Source: an optimization exercise on an open RTL-to-GDS flow (aim: small area, a short achievable clock period and few clock cycles). Production flows keep margins and buffers that such runs may drop.
At most, simulation tests tie the RTL to the original design; equivalence was not proved.
No activity file was given, so power comes from the tool's default toggle rates.

Setup of run a:
// scancode_line_editor_core
module scancode_line_editor_core #(
  parameter int TERMINALS  = 3,
  parameter int LINE_BYTES = 128
) (
  input  logic        clk,
  input  logic        rst,
  input  logic        s_tvalid,
  output logic        s_tready,
  input  logic [23:0] s_tdata,    
  input  logic        s_tuser,    
  output logic        m_tvalid,
  input  logic        m_tready,
  output logic [23:0] m_tdata,    
  output logic [2:0]  m_tuser,    
  input  logic        psel,
  input  logic        penable,
  input  logic        pwrite,
  input  logic [2:0]  paddr,
  input  logic [31:0] pwdata,
  output logic [31:0] prdata,
  output logic        pready
);
For scale: about 2900 flip-flops, roughly 130 I/O pins, about 0.10 mm2 of cells after synthesis.
==> flow/config.mk <==
export PLATFORM = sky130hd
export DESIGN_NAME = scancode_line_editor_core
export DESIGN_NICKNAME = scancode_line_editor_core
export VERILOG_FILES = /design/flow/design.v
export SDC_FILE = /design/flow/constraint.sdc
export NUM_CORES = 4
export LEC_CHECK = 0
export CAP_MARGIN = 20
export CORE_MARGIN = 2
export CORE_UTILIZATION = 50
export CTS_BUF_LIST = sky130_fd_sc_hd__clkbuf_16
export CTS_CLUSTER_DIAMETER = 50
export CTS_CLUSTER_SIZE = 20
export PLACE_DENSITY = 0.75
export SETUP_SLACK_MARGIN = 5
export SLEW_MARGIN = 20
export SYNTH_HIERARCHICAL = 1
export TNS_END_PERCENT = 100
==> flow/constraint.sdc <==
create_clock -name core_clock -period 12.0 [get_ports {clk}]
set_input_delay 2.4000 -clock core_clock [delete_from_list [all_inputs] [get_ports {clk}]]
set_output_delay 2.4000 -clock core_clock [all_outputs]
set_load 0.01 [all_outputs]
standard.sh (not shown) runs the stock make flow with config.mk's settings and CLKGATE_MAP_FILE= SYNTH_SCRIPT=/design/flow/synth_recipe.tcl, a recipe that flattens the netlist after the stock synthesis.
==> flow/flow/run.sh <==
#!/bin/bash
set -euo pipefail
bash standard.sh SETUP_SLACK_MARGIN=8.2 MATCH_CELL_FOOTPRINT=0 \
  BUFFER_PORTS_ARGS="-buffer_cell sky130_fd_sc_hd__buf_4" finish > make_finish.log 2>&1
Relative to run a, the following input files were edited for run b:
diff --git a/flow/design.v b/flow/design.v
--- a/flow/design.v
+++ b/flow/design.v
@@ -141,15 +141,15 @@
     end else begin
       input_enable <= ie_next;
       prd_q        <= ie_next && (paddr[2] == 1'b0);
     end
   end
   assign prdata = {31'b0, prd_q};
   logic       s_rdy_q;
-  logic [1:0] outstanding;
+  logic [2:0] outstanding;
   assign s_tready = s_rdy_q;
   assign acc      = s_tvalid && s_rdy_q;
   assign take     = m_tvalid && m_tready;
   logic       v1, rd1, ie1;
   logic [7:0] code1;
   logic [1:0] rt1;
   logic [6:0] ri1;
@@ -162,20 +162,20 @@
   logic rst_q;
   always_ff @(posedge clk) begin
     rst_q <= rst;
   end
   always_ff @(posedge clk) begin
     if (rst) begin
       v1          <= 1'b0;
-      outstanding <= 2'd0;
+      outstanding <= 3'd0;
       s_rdy_q     <= 1'b0;
     end else begin
       v1          <= acc;
-      outstanding <= outstanding + 2'(acc) - 2'(take);
-      s_rdy_q     <= (outstanding + 2'(acc) - 2'(take)) != 2'd3;
+      outstanding <= outstanding + 3'(acc) - 3'(take);
+      s_rdy_q     <= (outstanding + 3'(acc) - 3'(take)) != 3'd4;
     end
   end
   always_ff @(posedge clk) begin
     rd1       <= s_tuser;
     ie1       <= input_enable;
     code1     <= c;
     rt1       <= s_tdata[9:8];
@@ -211,15 +211,16 @@
   logic [7:0] key8;
   logic [7:0] ll_rd;
   logic       hit;
   logic [2:0] action;
   logic [7:0] line_count;
   logic [6:0] char_code, scan_char;
   logic [3:0] mods;
-  logic [RES_W-1:0] res;
+  logic [RES_W-1:0] res_e, res;
+  logic       m_ram;
   logic       w_we, byp;
   logic [1:0] w_t;
   logic [6:0] w_i, w_d;
   always_comb begin
     scan       = v1 && !rd1;
     shift_next = f_sh_set  || (shift_held && !f_sh_clr);
     alt_next   = f_alt_set || (alt_held && !f_alt_clr);
@@ -265,16 +266,17 @@
       end else if (do_enter) begin
         action     = ACT_ENTER;
         line_count = pos_inc;
         scan_char  = CH_NEWLINE;
       end
     end
     byp       = w_we && (w_t == rt1) && (w_i == ri1);
-    char_code = ({7{rd1 && hit && !byp}} & ram_rdata) | ({7{rd1 && hit && byp}} & w_d) | scan_char;
-    res = {action, mods, line_count, (rd1 ? rt1 : term_next), char_code};
+    m_ram     = rd1 && hit && !byp;
+    char_code = ({7{rd1 && hit && byp}} & w_d) | scan_char;
+    res_e = {action, mods, line_count, (rd1 ? rt1 : term_next), char_code};
   end
   always_ff @(posedge clk) begin
     if (rst) begin
       w_we <= 1'b0;
     end else begin
       w_we <= scan && (do_bksp || do_add || do_enter);
     end
@@ -365,39 +367,56 @@
       part[l] = 7'h00;
       for (int k = 0; k < 8; k++) begin
         part[l] = part[l] | ~y_n[l][k];
       end
       ram_rdata = ram_rdata | ({7{r_l1[l]}} & part[l]);
     end
   end
-  logic             qv0, ld, b_any, rp, wp, to_b;
-  logic [1:0]       bc;
-  logic [RES_W-1:0] q0, q0_d, b0, b1, b_head;
+  logic             v3, m_ram3;
+  logic [RES_W-1:0] res3;
+  logic [6:0]       rd3;
+  always_ff @(posedge clk) begin
+    if (rst) begin
+      v3 <= 1'b0;
+    end else begin
+      v3 <= v1;
+    end
+  end
+  always_ff @(posedge clk) begin
+    res3   <= res_e;
+    m_ram3 <= m_ram;
+    rd3    <= ram_rdata;
+  end
+  assign res = {res3[RES_W-1:7], res3[6:0] | ({7{m_ram3}} & rd3)};
+  logic             qv0, ld, b_any, to_b;
+  logic [1:0]       bc, rp, wp;
+  logic [RES_W-1:0] q0, q0_d, b0, b1, b2, b_head;
   logic             push;
-  assign push   = v1;
+  assign push   = v3;
   assign ld     = !qv0 || take;
   assign b_any  = (bc != 2'd0);
-  assign b_head = rp ? b1 : b0;
+  assign b_head = rp[1] ? b2 : (rp[0] ? b1 : b0);
   assign to_b   = push && !(ld && !b_any);
   always_ff @(posedge clk) begin
     if (rst) begin
       qv0 <= 1'b0;
       bc  <= 2'd0;
-      rp  <= 1'b0;
-      wp  <= 1'b0;
+      rp  <= 2'd0;
+      wp  <= 2'd0;
     end else begin
       if (ld) qv0 <= b_any || push;
-      if (ld && b_any) rp <= !rp;
-      if (to_b) wp <= !wp;
+      if (ld && b_any) rp <= (rp == 2'd2) ? 2'd0 : rp + 2'd1;
+      if (to_b) wp <= (wp == 2'd2) ? 2'd0 : wp + 2'd1;
       bc <= bc - 2'(ld && b_any) + 2'(to_b);
     end
   end
   always_ff @(posedge clk) begin
-    if (push && !wp) b0 <= res;
-    if (push && wp) b1 <= res;
+    if (push && (wp == 2'd0)) b0 <= res;
+    if (push && (wp == 2'd1)) b1 <= res;
+    if (push && (wp == 2'd2)) b2 <= res;
   end
   sle_qsel u_q0 (
     .ld     (ld),
     .sel_b  (b_any),
     .b_head (b_head),
     .new_res(res),
     .q      (q0),
## What came out
- The final reports for run b and run a show count of clock-net buffers in the final layout higher in the former.
- In the flow results for run b and run a, the worst setup slack before clock tree synthesis is smaller on run a.
- From run a to run b the numbers moved as follows: post-cts repair resize count saw a decrease; areal power density over the cells now sits higher.
- Taking run a as the reference, in run b worst setup margin rose by 0.050 ns; combinational power ~0 delta; met1 track demand over resource in global routing ~0 delta; overall power climbed about 5.3%.
- There was hardly any difference in total wire length after detailed routing between run b and run a.
- Run a → run b: cell area after synthesis went up, number of synthesized register bits went up, compound-cell area share of the yosys netlist went down, total half-perimeter wirelength after legalization and detailed placement went up.
Function was not checked in any run of this note: the RTL went through the layout flow alone.


scancode_line_editor_core, a different RTL version from the one above (not shown whole).
Size: about 2900 flip-flops, roughly 130 I/O pins, about 0.10 mm^2 of cells after synthesis.
export LEC_CHECK = 0
export CAP_MARGIN = 20
export CORE_MARGIN = 2
export CORE_UTILIZATION = 40
export SETUP_SLACK_MARGIN = 5
export SLEW_MARGIN = 20
export SYNTH_HIERARCHICAL = 1
export TNS_END_PERCENT = 100
create_clock -name core_clock -period 12.0 [get_ports {clk}]
==> flow/flow/run.sh <==
#!/bin/bash
set -euo pipefail
bash standard.sh SETUP_SLACK_MARGIN=8.5 finish > make_finish.log 2>&1
Next try:
--- a/flow/design.v
+++ b/flow/design.v
@@ -26,12 +26,22 @@
   input  logic [6:0] d1,
   input  logic [6:0] d2,
   output logic [6:0] y_n
 );
   assign y_n = ~(({7{s[0]}} & d0) | ({7{s[1]}} & d1) | ({7{s[2]}} & d2));
 endmodule
+module sle_qsel (
+  input  logic        ld_new,
+  input  logic        ld_next,
+  input  logic [23:0] new_res,
+  input  logic [23:0] next_res,
+  input  logic [23:0] q,
+  output logic [23:0] d
+);
+  assign d = ld_new ? new_res : (ld_next ? next_res : q);
+endmodule
 `timescale 1ns / 1ps
 `timescale 1ns / 1ps
 import sle_pkg::*;
 module scancode_line_editor_core #(
   parameter int TERMINALS  = 3,
   parameter int LINE_BYTES = 128
@@ -142,12 +152,14 @@
   logic       v1, rd1, ie1;
   logic [7:0] code1;
   logic [1:0] rt1;
   logic [6:0] ri1;
   logic       f_sh_set, f_sh_clr, f_alt_set, f_alt_clr, f_ctl_set, f_ctl_clr, f_caps;
   logic       f_l, f_fn, f_bksp, f_enter, f_key;
+  logic [23:0] r_th1;    
+  logic [15:0] r_l1;     
   logic [7:0] c;
   assign c = s_tdata[7:0];
   always_ff @(posedge clk) begin
     if (rst) begin
       v1          <= 1'b0;
       outstanding <= 2'd0;
@@ -161,12 +173,14 @@
   always_ff @(posedge clk) begin
     rd1       <= s_tuser;
     ie1       <= input_enable;
     code1     <= c;
     rt1       <= s_tdata[9:8];
     ri1       <= s_tdata[16:10];
+    for (int k = 0; k < 24; k++) r_th1[k] <= (s_tdata[9:8] == 2'(k / 8)) && (s_tdata[16:14] == 3'(k % 8));
+    for (int k = 0; k < 16; k++) r_l1[k]  <= (s_tdata[13:10] == 4'(k));
     f_sh_set  <= (c == 8'h2A) || (c == 8'h36);
     f_sh_clr  <= (c == 8'hAA) || (c == 8'hB6);
     f_alt_set <= (c == 8'h38);
     f_alt_clr <= (c == 8'hB8);
     f_ctl_set <= (c == 8'h1D);
     f_ctl_clr <= (c == 8'h9D);
@@ -292,36 +306,30 @@
   end
   always_ff @(posedge clk) begin
     w_t <= active_terminal;
     w_i <= do_bksp ? pos_dec : pos;
     w_d <= do_add ? key : (do_enter ? CH_NEWLINE : 7'h00);
   end
-  logic [2:0]  wt_hit, rt_hit;
-  logic [7:0]  wi_h, ri_h;
-  logic [15:0] wi_l, ri_l;
+  logic [2:0]  wt_hit;
+  logic [7:0]  wi_h;
+  logic [15:0] wi_l;
   logic [126:0][6:0] y_n;
   logic [6:0]  ram_rdata;
   always_comb begin
     wt_hit = 3'b000;
-    rt_hit = 3'b000;
     wi_h   = 8'h00;
-    ri_h   = 8'h00;
     wi_l   = 16'h0000;
-    ri_l   = 16'h0000;
     if (w_t != 2'd3) wt_hit[w_t] = w_we;
-    if (rt1 != 2'd3) rt_hit[rt1] = 1'b1;
     wi_h[w_i[6:4]] = 1'b1;
-    ri_h[ri1[6:4]] = 1'b1;
     wi_l[w_i[3:0]] = 1'b1;
-    ri_l[ri1[3:0]] = 1'b1;
   end
   for (genvar i = 0; i < 127; i++) begin : g_byte
     logic [6:0] b0, b1, b2, n0, n1, n2;
     logic [2:0] ws, rs;
     assign ws = wt_hit & {3{wi_h[i / 16] && wi_l[i % 16]}};
-    assign rs = rt_hit & {3{ri_h[i / 16] && ri_l[i % 16]}};
+    assign rs = {r_th1[16 + i / 16], r_th1[8 + i / 16], r_th1[i / 16]} & {3{r_l1[i % 16]}};
     sle_hold u_h0 (.we(ws[0]), .wen(!ws[0]), .wd(w_d), .q(b0), .d(n0));
     sle_hold u_h1 (.we(ws[1]), .wen(!ws[1]), .wd(w_d), .q(b1), .d(n1));
     sle_hold u_h2 (.we(ws[2]), .wen(!ws[2]), .wd(w_d), .q(b2), .d(n2));
     always_ff @(posedge clk) begin
       b0 <= n0;
       b1 <= n1;
@@ -358,14 +366,23 @@
     if (rst) begin
       qv <= 3'b000;
     end else begin
       qv <= push ? {sv[1:0], 1'b1} : sv;
     end
   end
+  logic [RES_W-1:0] q0_d;
+  sle_qsel u_q0 (
+    .ld_new  (push && !sv[0]),
+    .ld_next (take),
+    .new_res (res),
+    .next_res(q1),
+    .q       (q0),
+    .d       (q0_d)
+  );
   always_ff @(posedge clk) begin
-    q0 <= (push && !sv[0]) ? res : s0;
+    q0 <= q0_d;
     q1 <= (push && sv[0] && !sv[1]) ? res : s1;
     q2 <= (push && sv[1]) ? res : s2;
   end
   assign m_tvalid = qv[0];
   assign m_tuser  = q0[23:21];
   assign m_tdata  = {2'b00, q0[20:17], q0[16:9], q0[8:7], 1'b0, q0[6:0]};
Effect:
- The changed run completed without violations
- wire length went down by 1.9%
- die area went up by 1.4%
- cell count went up by 0.37%
- fmax went up by 3.3%
- cell area hardly moves
- power went up by 0.60%
- non-clock buffer count went down by 98
- sequential power went up by about 2%
- utilization went down by 0.67 points
- setup slack improves by 0.15 ns
- synthesized cell count went up by 0.30%
- area after synthesis went up by 1.4%
- via count went down by 1.1%
- clock-buffer cell count went up by 23
Testbench counts after the change, summed over its fixed seeds: cycles 32,102.
No functional check of the RTL was part of the first run of this note.

[afterwards: timing with drivers on the ports]
How much do the figures lean on ideal ports? The routed layouts below were timed once more, with nothing changed but the port constraints. Step 1: set_driving_cell puts a clkbuf_16 on clk and a buf_2 on each other input, an assumption about the parent block. Step 2 also shifts input and output timing later by t, the mid clock arrival at the registers, as if the neighbouring blocks saw the same clock. a / b / c = ideal / step 1 / step 2; a / b = the first two.
run | t, ns | setup WS [ns] | hold WS [ns] | worst register clock-pin slew, ns | cell pins on the clock port's net
run a | 0.967 | 7.947 / 7.947 / 7.452 | 0.381 / 0.381 / 0.381 | 0.09 / 0.09 | 1
run b | 0.976 | 7.997 / 7.997 / 7.464 | 0.351 / 0.351 / 0.351 | 0.09 / 0.09 | 1
the first run of note 2 | 1.022 | 7.242 / 7.242 / 7.242 | 0.356 / 0.356 / 0.356 | 0.07 / 0.07 | 1
the second run of note 2 | 1.024 | 7.393 / 7.393 / 7.393 | 0.365 / 0.365 / 0.365 | 0.07 / 0.07 | 1
After both steps every run listed still meets setup and hold. The setup slack of run b, which loses most, moves by 0.000 ns with the drivers and by -0.533 ns with both steps.
